Context: an optimization exercise on an open-source flow, tuned for small area and few clock cycles. The choices shown serve that exercise and are no tape-out recipe.
The RTL was checked by simulation tests, not by an equivalence proof against the original design.
Power is estimated from default activity; no workload was simulated.

==> flow/design.v <==
`timescale 1ns / 1ps
package slcp_pkg;
  localparam logic [2:0] SERVO_COUNT = 3'd6;
  localparam logic [2:0] LED_COUNT   = 3'd6;
  localparam logic [15:0] IDLE_TIMEOUT_RST = 16'd100;
  localparam logic [15:0] PULSE_MIN_RST    = 16'd700;
  localparam logic [15:0] PULSE_MAX_RST    = 16'd2300;
  localparam logic [15:0] STOP_PULSE_RST   = 16'd1500;
  localparam logic [1:0] REG_IDLE_TIMEOUT = 2'd0;
  localparam logic [1:0] REG_PULSE_MIN    = 2'd1;
  localparam logic [1:0] REG_PULSE_MAX    = 2'd2;
  localparam logic [1:0] REG_STOP_PULSE   = 2'd3;
  localparam logic [1:0] ACT_PULSE  = 2'd0;
  localparam logic [1:0] ACT_COLOUR = 2'd1;
  localparam logic [1:0] ACT_SHOW   = 2'd2;
  localparam logic [1:0] ACT_STOP   = 2'd3;
  localparam logic KIND_BYTE = 1'b0;
  localparam logic KIND_TICK = 1'b1;
  localparam logic [1:0] QUEUE_DEPTH = 2'd3;
  typedef struct packed {
    logic [15:0] idle_timeout_ms;
    logic [15:0] pulse_min_us;
    logic [15:0] pulse_max_us;
    logic [15:0] stop_pulse_us;
  } cfg_t;
  typedef struct packed {
    logic [1:0]  action;
    logic [2:0]  channel;
    logic [23:0] payload;
    logic        last;
  } out_item_t;
  typedef struct packed {
    logic [1:0] count;
    out_item_t  r0;
    out_item_t  r1;
  } push_t;
endpackage
`timescale 1ns / 1ps
module slcp_cfg_regs (
  input  logic               clk,
  input  logic               rst_n,
  input  logic               cfg_we,
  input  logic [1:0]         cfg_index,
  input  logic [15:0]        cfg_wdata,
  output slcp_pkg::cfg_t     cfg
);
  slcp_pkg::cfg_t cfg_r;
  always_ff @(posedge clk) begin
    if (!rst_n) begin
      cfg_r.idle_timeout_ms <= slcp_pkg::IDLE_TIMEOUT_RST;
      cfg_r.pulse_min_us    <= slcp_pkg::PULSE_MIN_RST;
      cfg_r.pulse_max_us    <= slcp_pkg::PULSE_MAX_RST;
      cfg_r.stop_pulse_us   <= slcp_pkg::STOP_PULSE_RST;
    end else if (cfg_we) begin
      case (cfg_index)
        slcp_pkg::REG_IDLE_TIMEOUT: cfg_r.idle_timeout_ms <= cfg_wdata;
        slcp_pkg::REG_PULSE_MIN:    cfg_r.pulse_min_us    <= cfg_wdata;
        slcp_pkg::REG_PULSE_MAX:    cfg_r.pulse_max_us    <= cfg_wdata;
        slcp_pkg::REG_STOP_PULSE:   cfg_r.stop_pulse_us   <= cfg_wdata;
        default: ;
      endcase
    end
  end
  assign cfg = cfg_r;
endmodule
`timescale 1ns / 1ps
module slcp_parser #(
  parameter logic [2:0] SERVO_COUNT = slcp_pkg::SERVO_COUNT,
  parameter logic [2:0] LED_COUNT   = slcp_pkg::LED_COUNT
) (
  input  logic            clk,
  input  logic            rst_n,
  input  logic            in_valid,
  output logic            in_ready,
  input  logic            in_kind,
  input  logic [7:0]      in_byte,
  input  slcp_pkg::cfg_t  cfg,
  input  logic [1:0]      free_slots,
  output slcp_pkg::push_t push
);
  localparam logic [1:0] MODE_NONE  = 2'd0;
  localparam logic [1:0] MODE_SERVO = 2'd1;
  localparam logic [1:0] MODE_LED   = 2'd2;
  localparam logic [2:0] PH_SPACE  = 3'd0;
  localparam logic [2:0] PH_SIGN   = 3'd1;
  localparam logic [2:0] PH_ZERO   = 3'd2;
  localparam logic [2:0] PH_PREFIX = 3'd3;
  localparam logic [2:0] PH_DIGITS = 3'd4;
  localparam logic [2:0] PH_DONE   = 3'd5;
  localparam logic [7:0] CH_S     = 8'h73;
  localparam logic [7:0] CH_L     = 8'h6C;
  localparam logic [7:0] CH_SEMI  = 8'h3B;
  localparam logic [7:0] CH_LF    = 8'h0A;
  localparam logic [7:0] CH_COMMA = 8'h2C;
  localparam logic [7:0] CH_SPACE = 8'h20;
  localparam logic [7:0] CH_PLUS  = 8'h2B;
  localparam logic [7:0] CH_MINUS = 8'h2D;
  localparam logic [7:0] CH_X_LO  = 8'h78;
  localparam logic [7:0] CH_X_UP  = 8'h58;
  localparam logic [2:0] IDX_MAX = 3'd7;
  logic       s1_v_r, s1_v_nxt;
  logic       kind_r;
  logic [7:0] byte_r;
  logic [1:0]  mode_r, mode_nxt;
  logic [2:0]  idx_r, idx_nxt;
  logic [2:0]  phase_r, phase_nxt;
  logic [31:0] mag_r, mag_nxt;
  logic        neg_r, neg_nxt;
  logic [15:0] idle_r, idle_nxt;
  logic        load, process;
  logic [1:0]  res_count;
  slcp_pkg::out_item_t   res0, res1;
  logic        is_led;
  logic [3:0]  dval;
  logic        dok;
  logic        is_ws;
  logic [35:0] acc_sum;
  logic [31:0] acc_mag;
  logic [31:0] colour;
  logic        servo_ok, led_ok, fin_ok;
  slcp_pkg::out_item_t   fin_res;
  logic [15:0] idle_inc;
  logic        stop_fire;
  assign load          = in_valid && in_ready;
  assign process       = s1_v_r && (res_count <= free_slots);
  assign in_ready   = !s1_v_r || process;
  always_comb begin
    is_led = (mode_r == MODE_LED);
    dval   = 4'd0;
    dok    = 1'b0;
    if (byte_r >= 8'h30 && byte_r <= 8'h39) begin
      dval = 4'(byte_r - 8'h30);
      dok  = 1'b1;
    end else if (byte_r >= 8'h61 && byte_r <= 8'h66) begin
      dval = 4'(byte_r - 8'h57);
      dok  = is_led;
    end else if (byte_r >= 8'h41 && byte_r <= 8'h46) begin
      dval = 4'(byte_r - 8'h37);
      dok  = is_led;
    end
    is_ws = (byte_r == CH_SPACE) || (byte_r >= 8'h09 && byte_r <= 8'h0D);
  end
  always_comb begin
    if (is_led) begin
      acc_sum = {mag_r, 4'b0000} + {32'd0, dval};
    end else begin
      acc_sum = {1'b0, mag_r, 3'b000} + {3'b000, mag_r, 1'b0} + {32'd0, dval};
    end
    acc_mag = (|acc_sum[35:32]) ? 32'hFFFF_FFFF : acc_sum[31:0];
  end
  always_comb begin
    if (neg_r) begin
      colour = (mag_r > 32'h8000_0000) ? 32'h8000_0000 : (32'd0 - mag_r);
    end else begin
      colour = (mag_r > 32'h7FFF_FFFF) ? 32'h7FFF_FFFF : mag_r;
    end
    servo_ok = (mode_r == MODE_SERVO) && (idx_r < SERVO_COUNT) &&
               (!neg_r || (mag_r == 32'd0)) &&
               (mag_r >= {16'd0, cfg.pulse_min_us}) &&
               (mag_r <= {16'd0, cfg.pulse_max_us});
    led_ok   = is_led && (idx_r < LED_COUNT);
    fin_ok   = servo_ok || led_ok;
    fin_res.action  = is_led ? slcp_pkg::ACT_COLOUR : slcp_pkg::ACT_PULSE;
    fin_res.channel = idx_r;
    fin_res.payload = is_led ? colour[23:0] : mag_r[23:0];
    fin_res.last    = 1'b0;
  end
  assign idle_inc  = (idle_r != 16'hFFFF) ? (idle_r + 16'd1) : idle_r;
  assign stop_fire = (idle_inc > cfg.idle_timeout_ms);
  always_comb begin
    mode_nxt  = mode_r;
    idx_nxt   = idx_r;
    phase_nxt = phase_r;
    mag_nxt   = mag_r;
    neg_nxt   = neg_r;
    idle_nxt  = idle_r;
    res0      = '0;
    res1      = '0;
    res_count = 2'd0;
    if (kind_r == slcp_pkg::KIND_TICK) begin
      idle_nxt = idle_inc;
      if (stop_fire) begin
        idle_nxt       = 16'd0;
        res0.action    = slcp_pkg::ACT_STOP;
        res0.payload   = {8'd0, cfg.stop_pulse_us};
        res_count      = 2'd1;
      end
    end else if (mode_r == MODE_NONE) begin
      if (byte_r == CH_S || byte_r == CH_L) begin
        mode_nxt  = (byte_r == CH_S) ? MODE_SERVO : MODE_LED;
        idx_nxt   = 3'd0;
        phase_nxt = PH_SPACE;
        mag_nxt   = 32'd0;
        neg_nxt   = 1'b0;
      end
    end else if (byte_r == CH_SEMI || byte_r == CH_LF || byte_r == CH_COMMA) begin
      phase_nxt = PH_SPACE;
      mag_nxt   = 32'd0;
      neg_nxt   = 1'b0;
      if (servo_ok) begin
        idle_nxt = 16'd0;
      end
      if (fin_ok) begin
        res0      = fin_res;
        res_count = 2'd1;
      end
      if (byte_r == CH_COMMA) begin
        if (idx_r < IDX_MAX) begin
          idx_nxt = idx_r + 3'd1;
        end
      end else begin
        mode_nxt = MODE_NONE;
        idx_nxt  = 3'd0;
        if (is_led) begin
          if (fin_ok) begin
            res1.action = slcp_pkg::ACT_SHOW;
            res_count   = 2'd2;
          end else begin
            res0.action = slcp_pkg::ACT_SHOW;
            res_count   = 2'd1;
          end
        end
      end
    end else begin
      case (phase_r)
        PH_SPACE, PH_SIGN: begin
          if (phase_r == PH_SPACE && is_ws) begin
            phase_nxt = PH_SPACE;
          end else if (phase_r == PH_SPACE && (byte_r == CH_PLUS || byte_r == CH_MINUS)) begin
            neg_nxt   = (byte_r == CH_MINUS);
            phase_nxt = PH_SIGN;
          end else if (!dok) begin
            phase_nxt = PH_DONE;
          end else if (is_led && dval == 4'd0) begin
            phase_nxt = PH_ZERO;
          end else begin
            mag_nxt   = acc_mag;
            phase_nxt = PH_DIGITS;
          end
        end
        PH_ZERO: begin
          if (byte_r == CH_X_LO || byte_r == CH_X_UP) begin
            phase_nxt = PH_PREFIX;
          end else if (!dok) begin
            phase_nxt = PH_DONE;
          end else begin
            mag_nxt   = acc_mag;
            phase_nxt = PH_DIGITS;
          end
        end
        PH_PREFIX, PH_DIGITS: begin
          if (!dok) begin
            phase_nxt = PH_DONE;
          end else begin
            mag_nxt   = acc_mag;
            phase_nxt = PH_DIGITS;
          end
        end
        default: ;
      endcase
    end
    res0.last = (res_count == 2'd1);
    res1.last = 1'b1;
  end
  assign push.count = process ? res_count : 2'd0;
  assign push.r0    = res0;
  assign push.r1    = res1;
  always_comb begin
    s1_v_nxt = s1_v_r;
    if (load) begin
      s1_v_nxt = 1'b1;
    end else if (process) begin
      s1_v_nxt = 1'b0;
    end
  end
  always_ff @(posedge clk) begin
    if (!rst_n) begin
      s1_v_r <= 1'b0;
    end else begin
      s1_v_r <= s1_v_nxt;
    end
  end
  always_ff @(posedge clk) begin
    if (load) begin
      kind_r <= in_kind;
      byte_r <= in_byte;
    end
  end
  always_ff @(posedge clk) begin
    if (!rst_n) begin
      mode_r  <= MODE_NONE;
      idx_r   <= 3'd0;
      phase_r <= PH_SPACE;
      mag_r   <= 32'd0;
      neg_r   <= 1'b0;
      idle_r  <= 16'd0;
    end else if (process) begin
      mode_r  <= mode_nxt;
      idx_r   <= idx_nxt;
      phase_r <= phase_nxt;
      mag_r   <= mag_nxt;
      neg_r   <= neg_nxt;
      idle_r  <= idle_nxt;
    end
  end
endmodule
`timescale 1ns / 1ps
module slcp_res_queue (
  input  logic            clk,
  input  logic            rst_n,
  input  slcp_pkg::push_t push,
  output logic [1:0]      free_slots,
  input  logic            out_ready,
  output logic            out_valid,
  output logic [1:0]      out_action,
  output logic [2:0]      out_channel,
  output logic [23:0]     out_payload,
  output logic            out_last
);
  slcp_pkg::out_item_t  q0_r, q1_r, q2_r;
  slcp_pkg::out_item_t  q0_nxt, q1_nxt, q2_nxt;
  slcp_pkg::out_item_t  sh0, sh1, sh2;
  logic [1:0] cnt_r, cnt_nxt;
  logic [1:0] rem;
  logic       pop;
  always_comb begin
    pop    = (cnt_r != 2'd0) && out_ready;
    rem    = cnt_r - {1'b0, pop};
    sh0    = pop ? q1_r : q0_r;
    sh1    = pop ? q2_r : q1_r;
    sh2    = q2_r;
    q0_nxt = sh0;
    q1_nxt = sh1;
    q2_nxt = sh2;
    if (push.count != 2'd0 && rem == 2'd0) q0_nxt = push.r0;
    if (push.count != 2'd0 && rem == 2'd1) q1_nxt = push.r0;
    if (push.count != 2'd0 && rem == 2'd2) q2_nxt = push.r0;
    if (push.count == 2'd2 && 2'(rem + 2'd1) == 2'd0) q0_nxt = push.r1;
    if (push.count == 2'd2 && 2'(rem + 2'd1) == 2'd1) q1_nxt = push.r1;
    if (push.count == 2'd2 && 2'(rem + 2'd1) == 2'd2) q2_nxt = push.r1;
    cnt_nxt = rem + push.count;
  end
  always_ff @(posedge clk) begin
    if (!rst_n) begin
      cnt_r <= 2'd0;
    end else begin
      cnt_r <= cnt_nxt;
    end
  end
  always_ff @(posedge clk) begin
    q0_r <= q0_nxt;
    q1_r <= q1_nxt;
    q2_r <= q2_nxt;
  end
  assign free_slots     = slcp_pkg::QUEUE_DEPTH - cnt_r;
  assign out_valid   = (cnt_r != 2'd0);
  assign out_action  = q0_r.action;
  assign out_channel = q0_r.channel;
  assign out_payload = q0_r.payload;
  assign out_last    = q0_r.last;
endmodule
`timescale 1ns / 1ps
module servo_led_command_parser_top #(
  parameter logic [2:0] SERVO_COUNT = slcp_pkg::SERVO_COUNT,
  parameter logic [2:0] LED_COUNT   = slcp_pkg::LED_COUNT
) (
  input  logic        clk,
  input  logic        rst_n,
  input  logic        in_valid,
  output logic        in_ready,
  input  logic        in_kind,
  input  logic [7:0]  in_byte,
  output logic        out_valid,
  input  logic        out_ready,
  output logic [1:0]  out_action,
  output logic [2:0]  out_channel,
  output logic [23:0] out_payload,
  output logic        out_last,
  input  logic        cfg_we,
  input  logic [1:0]  cfg_index,
  input  logic [15:0] cfg_wdata
);
  slcp_pkg::cfg_t       cfg;
  slcp_pkg::push_t      push;
  logic [1:0] free_slots;
  slcp_cfg_regs u_cfg (
    .clk       (clk),
    .rst_n     (rst_n),
    .cfg_we    (cfg_we),
    .cfg_index (cfg_index),
    .cfg_wdata (cfg_wdata),
    .cfg       (cfg)
  );
  slcp_parser #(
    .SERVO_COUNT (SERVO_COUNT),
    .LED_COUNT   (LED_COUNT)
  ) u_parser (
    .clk        (clk),
    .rst_n      (rst_n),
    .in_valid   (in_valid),
    .in_ready   (in_ready),
    .in_kind    (in_kind),
    .in_byte    (in_byte),
    .cfg        (cfg),
    .free_slots (free_slots),
    .push       (push)
  );
  slcp_res_queue u_queue (
    .clk        (clk),
    .rst_n      (rst_n),
    .push       (push),
    .free_slots (free_slots),
    .out_ready   (out_ready),
    .out_valid   (out_valid),
    .out_action  (out_action),
    .out_channel (out_channel),
    .out_payload (out_payload),
    .out_last    (out_last)
  );
endmodule
==> flow/run.sh <==
#!/bin/bash
# synth_recipe.tcl (not shown) runs the flow's synth.tcl, then flattens the netlist and writes it again
# the make line also repeats each setting of config.mk as NAME=value (left out here)
make -C /OpenROAD-flow-scripts/flow DESIGN_CONFIG=/design/flow/config.mk WORK_HOME=/design/flow/orfs CLKGATE_MAP_FILE= SYNTH_SCRIPT=/design/flow/synth_recipe.tcl finish
==> flow/config.mk <==
export PLATFORM = sky130hd
export DESIGN_NAME = servo_led_command_parser_top
export DESIGN_NICKNAME = servo_led_command_parser_top
export VERILOG_FILES = /design/flow/design.v
export SDC_FILE = /design/flow/constraint.sdc
export NUM_CORES = 4
export LEC_CHECK = 0
export CAP_MARGIN = 20
export CORE_MARGIN = 2
export CORE_UTILIZATION = 40
export SLEW_MARGIN = 20
==> flow/constraint.sdc <==
create_clock -name core_clock -period 6.0 [get_ports {clk}]
set_input_delay 1.2000 -clock core_clock [delete_from_list [all_inputs] [get_ports {clk}]]
set_output_delay 1.2000 -clock core_clock [all_outputs]
set_load 0.01 [all_outputs]
==> results by group <==
Global routing
  • Wire length of the first global-routing pass: 63.96 mm
  • Maximum number of pins on one net before global-route repair: 96
  • Number of global-route vias before repair: 12060
  • GRT Util Overall: 21.29%
  • Total overflow reported by the global router: 0
  • Antenna violations before repair: 0

Logic synthesis
  • Dominant combinational cell family by area after synthesis: compound AO/OA/AOI/OAI gates
  • Mean area per synthesized cell: 8.284 µm²
  • Number of synthesized register bits: ~220
  • Most area-consuming cells after synthesis: dfxtp_1 29%, ha_1 11%, mux2i_1 6.4%
  • Xor-xnor portion of the synthesized cell area: ~2.5%
  • Share of async-settable or async-resettable flops after synthesis: 0%
  • Synthesized instance count: 1721
  • Multiplexer area fraction after synthesis: just under 7%
  • Share of Yosys cell area claimed by the top area cell type: 29.21%
  • Synth Area in Simple Gates: 18.75%
  • Sequential share of the synthesized area: about a third
  • Library cells used by synthesis: 74
  • Most used flip-flop cell after synthesis: dfxtp_1
  • Mapped cell area: 0.01426 mm²
  • Synth warn: 3
  • Post-synth top area cell: dfxtp_1
  • Synth Area in Adders: 11.16%
  • Syn nets: 1879
  • Number of enable flip-flop cells after synthesis: 15
  • Synth Area in Compound Gates: about a quarter

Clocking
  • Clock sink total: 223
  • Bufs on Longest Clock Path: 3
  • TritonCTS clock tree: built
  • Clk Latency, worst-skew pair: approximately 0.57 ns
  • Post-CTS Hold Fix Bufs: 0
  • Count of H-tree levels built during CTS: 1
  • Number of buffers added by the clock tree synthesis step: 27
  • Clock-pin slew of the registers on the worst-case setup and hold paths: around 0.060 ns
  • Clock tree root buffer cell: clkbuf_16

Route
  • Detail-routed via count per cell: 5.596
  • DRC violation count after routing: 0
  • Final ANT Viol Nets: 0
  • Average wire per cell in the routed design: roughly 17 µm
  • DR vias: roughly 13000
  • Violation count after the first detailed-routing iteration: 907
  • Routed Wire Length: 39.34 mm
  • Number of iterations in the first detailed-routing pass: 5

STA
  • Final hold violation count: 0
  • Sum Neg Setup Slack: 0 ns
  • Setup slack after layout: 0.3076 ns
  • Maximum clock frequency: roughly 0.18 GHz
  • Count of pins over their slew limit: 0
  • Worst-Margin Slew: around 0.97 ns
  • Share of the clock period used by the worst path: 94.87%
  • Minimum clock period after layout: approximately 5.7 ns
  • Skew final: 0.02091 ns
  • Minimum hold slack: ~0.47 ns
  • Worst rel slew slack: 35.55%
  • Final setup vio count: 0

Hold path
  • Worst Hold Path EP: u_cfg.cfg_r[45]$_SDFFE_PN0P_
  • Class of the most critical hold timing path: register to register
  • Min-Delay Startpoint: u_cfg.cfg_r[45]$_SDFFE_PN0P_
  • Worst Hold Depth: 2

Setup path
  • Top cell family by delay on the critical path: compound AO/OA/AOI/OAI gates
  • Reg2reg end: u_parser.mag_r[31]$_SDFFE_PN0P_
  • Kind of end point of the critical path: primary output
  • Series of cell instances along the critical path: nand3_1, nor3_2, and3_4, nand4_1, buf_4, buf_4, mux2_2, ha_1, a21o_1, a21o_1, a21oi_2, o311ai_4, o32ai_4, nor2_2, a211o_1, nand2_1, ha_1, nand2_1, o21ai_2, inv_1, nand2_1, clkbuf_2
  • Reg-to-reg setup timing slack: roughly 0.51 ns
  • Number of cells on the critical path: 22
  • Worst path most repeated cell: nand2_1
  • Slowest library cell on the worst path: dfxtp_2
  • Crit path buffers/inverters: 4
  • Worst Reg2Reg Path Length in Cells: 20
  • Kind of critical path: register to primary output
  • Largest stage delay, worst path: roughly 0.34 ns
  • CP Data Required Time: 4.80 ns
  • Worst R2R Start: u_parser.byte_r[0]$_DFFE_PP_
  • CP startpoint: u_parser.idle_r[9]$_SDFFE_PN0P_
  • Crit path launch type: register
  • Top fanout value on the critical path: 5
  • Critical Path AT: 4.49 ns

Placed design
  • Global placement routability congestion: 0.8956
  • Hpwl dp: ~29 mm
  • Total of buffers placed on input and output ports: 63
  • Area post-placement: 0.01562 mm²
  • Place WS: 0.1755 ns

Layout
  • Most frequent cells in the layout: 239 x nand2_1, 207 x dfxtp_1, 146 x nor2_1
  • Area growth syn-to-layout: 17.35%
  • Antenna cell count: 0
  • Most common cell after layout, fill and taps aside: nand2_1
  • Layout cell share with drive strength beyond 1: ~10%
  • Final cell area excluding filler cells: 0.01673 mm²
  • Fin nets: 1948

Pwr
  • Power per unit of standard cell area: 244.6 mW/mm²
  • Leakage power: 0.007758 µW
  • Highest ir drop seen on vdd: 0.2389 mV

Die
  • Area inside the core boundary: about 0.035 mm²
  • Die Footprint: 0.03717 mm²
  • Initial Utilization: 40.38%
  • Floorplan die height: 192.8 µm
  • # rows: 69
  • IO Count: 64
  • Floorplan die width: just under 200 µm

Run status
  • Status: timing/DRC/antenna clean

Run
  • Number of max-cap violations: 0
-- final cells by class --
type                    instances  area [µm²]
well taps                     461       576.8
clock buffers                  36       790.8
inverters                      80       300.3
multi-input cells            1318        9076
fillers                      3404       18580
clock inverters                14       147.6
flip-flops and latches        223        4616
repair buffers                140        1224
-- registers in the layout, indices dropped and copies added, names as in the netlist --
register	count
u_parser.idle_r	16
u_cfg.cfg_r	64
u_parser.neg_r	1
u_parser.byte_r	8
u_queue.q2_r	30
u_parser.idx_r	3
u_queue.q1_r	30
u_queue.cnt_r	2
u_parser.kind_r	1
u_parser.mag_r	32
u_parser.mode_r	2
u_queue.q0_r	30
u_parser.s1_v_r	1
u_parser.phase_r	3
-- cells by family (layout without fill, tap and decap cells) --
family,after synthesis,after routing
compound gates,474,474
simple gates,582,582
mux,96,96
fa+ha+maj,126,126
xor+xnor,40,40
buf+inv,180,270
flops,223,223
-- worst reg2reg max path, cell delays in order, from the launching register on --
cell and delay, ns:
edfxtp_1 0.48, inv_1 0.10, ha_1 0.28, nor3b_1 0.16, or3_1 0.40, a31oi_2 0.28, a32oi_1 0.19, fa_1 0.53
inv_1 0.07, fa_1 0.46, a21o_1 0.21, nand3_1 0.11, a21oi_1 0.08, nor3_1 0.28, o31a_1 0.26, o21ai_0 0.18
a221oi_1 0.37, xnor2_1 0.11, o31a_1 0.34, buf_12 0.18, a311o_1 0.31
-- where the power goes --
part           internal, µW  leakage [µW]  switching (µW)
logic                   365       0.00546             296
clock network          1020      0.000465             676
registers              1650       0.00183            88.1
total                  3030       0.00776            1060
-- worst max-delay path by stage --
stage	end	slack (ns)
after floorplan	u_parser.mag_r[22]$_SDFFE_PN0P_	0.02
after global placement	in_ready	0.27
after detailed placement	in_ready	0.18
after CTS	in_ready	0.25
after global routing	in_ready	-0.05
final	in_ready	0.31
-- per-stage QoR --
step | std cells | power [µW] | utilization (%)
after floorplan | 1721 | 2116 | -
after detailed placement | 2210 | 2430 | 44.23
after CTS | 2269 | 4137 | 47.28
final | 2272 | 4092 | 47.38
after global routing | 2272 | 4274 | 47.38
after global placement | 2210 | 2416 | 44.23
-- Yosys cell counts (4+ instances only) --
master	n
nor2_1	149
or3b_2	5
and2_1	7
o31a_1	4
o31ai_1	10
o21ai_0	72
ha_1	124
nand4_1	26
nor3b_1	6
mux2_2	5
or4_1	6
xor2_1	20
o22ai_1	17
o21a_1	14
buf_2	14
nand2_1	241
or2_2	6
o31ai_2	4
or3_1	7
a31oi_1	9
a21boi_0	54
nand2b_1	8
o211ai_1	21
o41ai_4	4
mux2i_1	91
xnor2_1	20
inv_1	78
nor4_1	6
a21o_1	38
nand3b_1	4
a221o_1	28
and3_1	11
a311o_1	4
edfxtp_1	15
nor3_1	22
clkbuf_1	81
dfxtp_1	208
a21oi_1	96
nand3_1	38
a211o_1	6
a211oi_1	58
nor2b_1	24
and4_1	6
-- what timing repair did --
action / 4_1_cts / 5_1_grt
pin swaps: 8 / 3
setup endpoints to repair: 1 / 30
buffers inserted: 9 / 3
gates resized for setup: 18 / 5
-- metal layers --
layer / routed length, µm / vias to the layer above / global-route usage (%)
li1: - / 6375 / -
met4: 652 / 0 / 4.433
met2: 17990 / 276 / 35.25
met3: 1976 / 45 / 2.637
met1: 18730 / 6018 / 29.59
met5: 0 / - / 0
Testbench counts, summed over its fixed seeds: cycles 86,786.

[re-timing with driven ports]
The flow's constraints put no driver on any port. The routed layout listed below was extracted and timed again, unchanged, in two steps.
Step 1, drivers: a clkbuf_16 drives clk and a buf_2 each remaining input, both assumed.
Step 2 times the ports against the registers' clock, not the clock port: input delays grow and output delays shrink by t, the midpoint of the rising clock arrivals with the driver on.
Slacks: no drivers / after step 1 / after step 2; pairs: no drivers / after step 1.
t, ns: 0.605
setup slack, ns: 0.308 / 0.257 / 0.506
slew at the worst register clock pin (ns): 0.06 / 0.06
After both steps setup and hold are still met in this run. For this run, drivers alone change the setup slack by -0.051 ns; drivers and shift together by +0.198 ns.
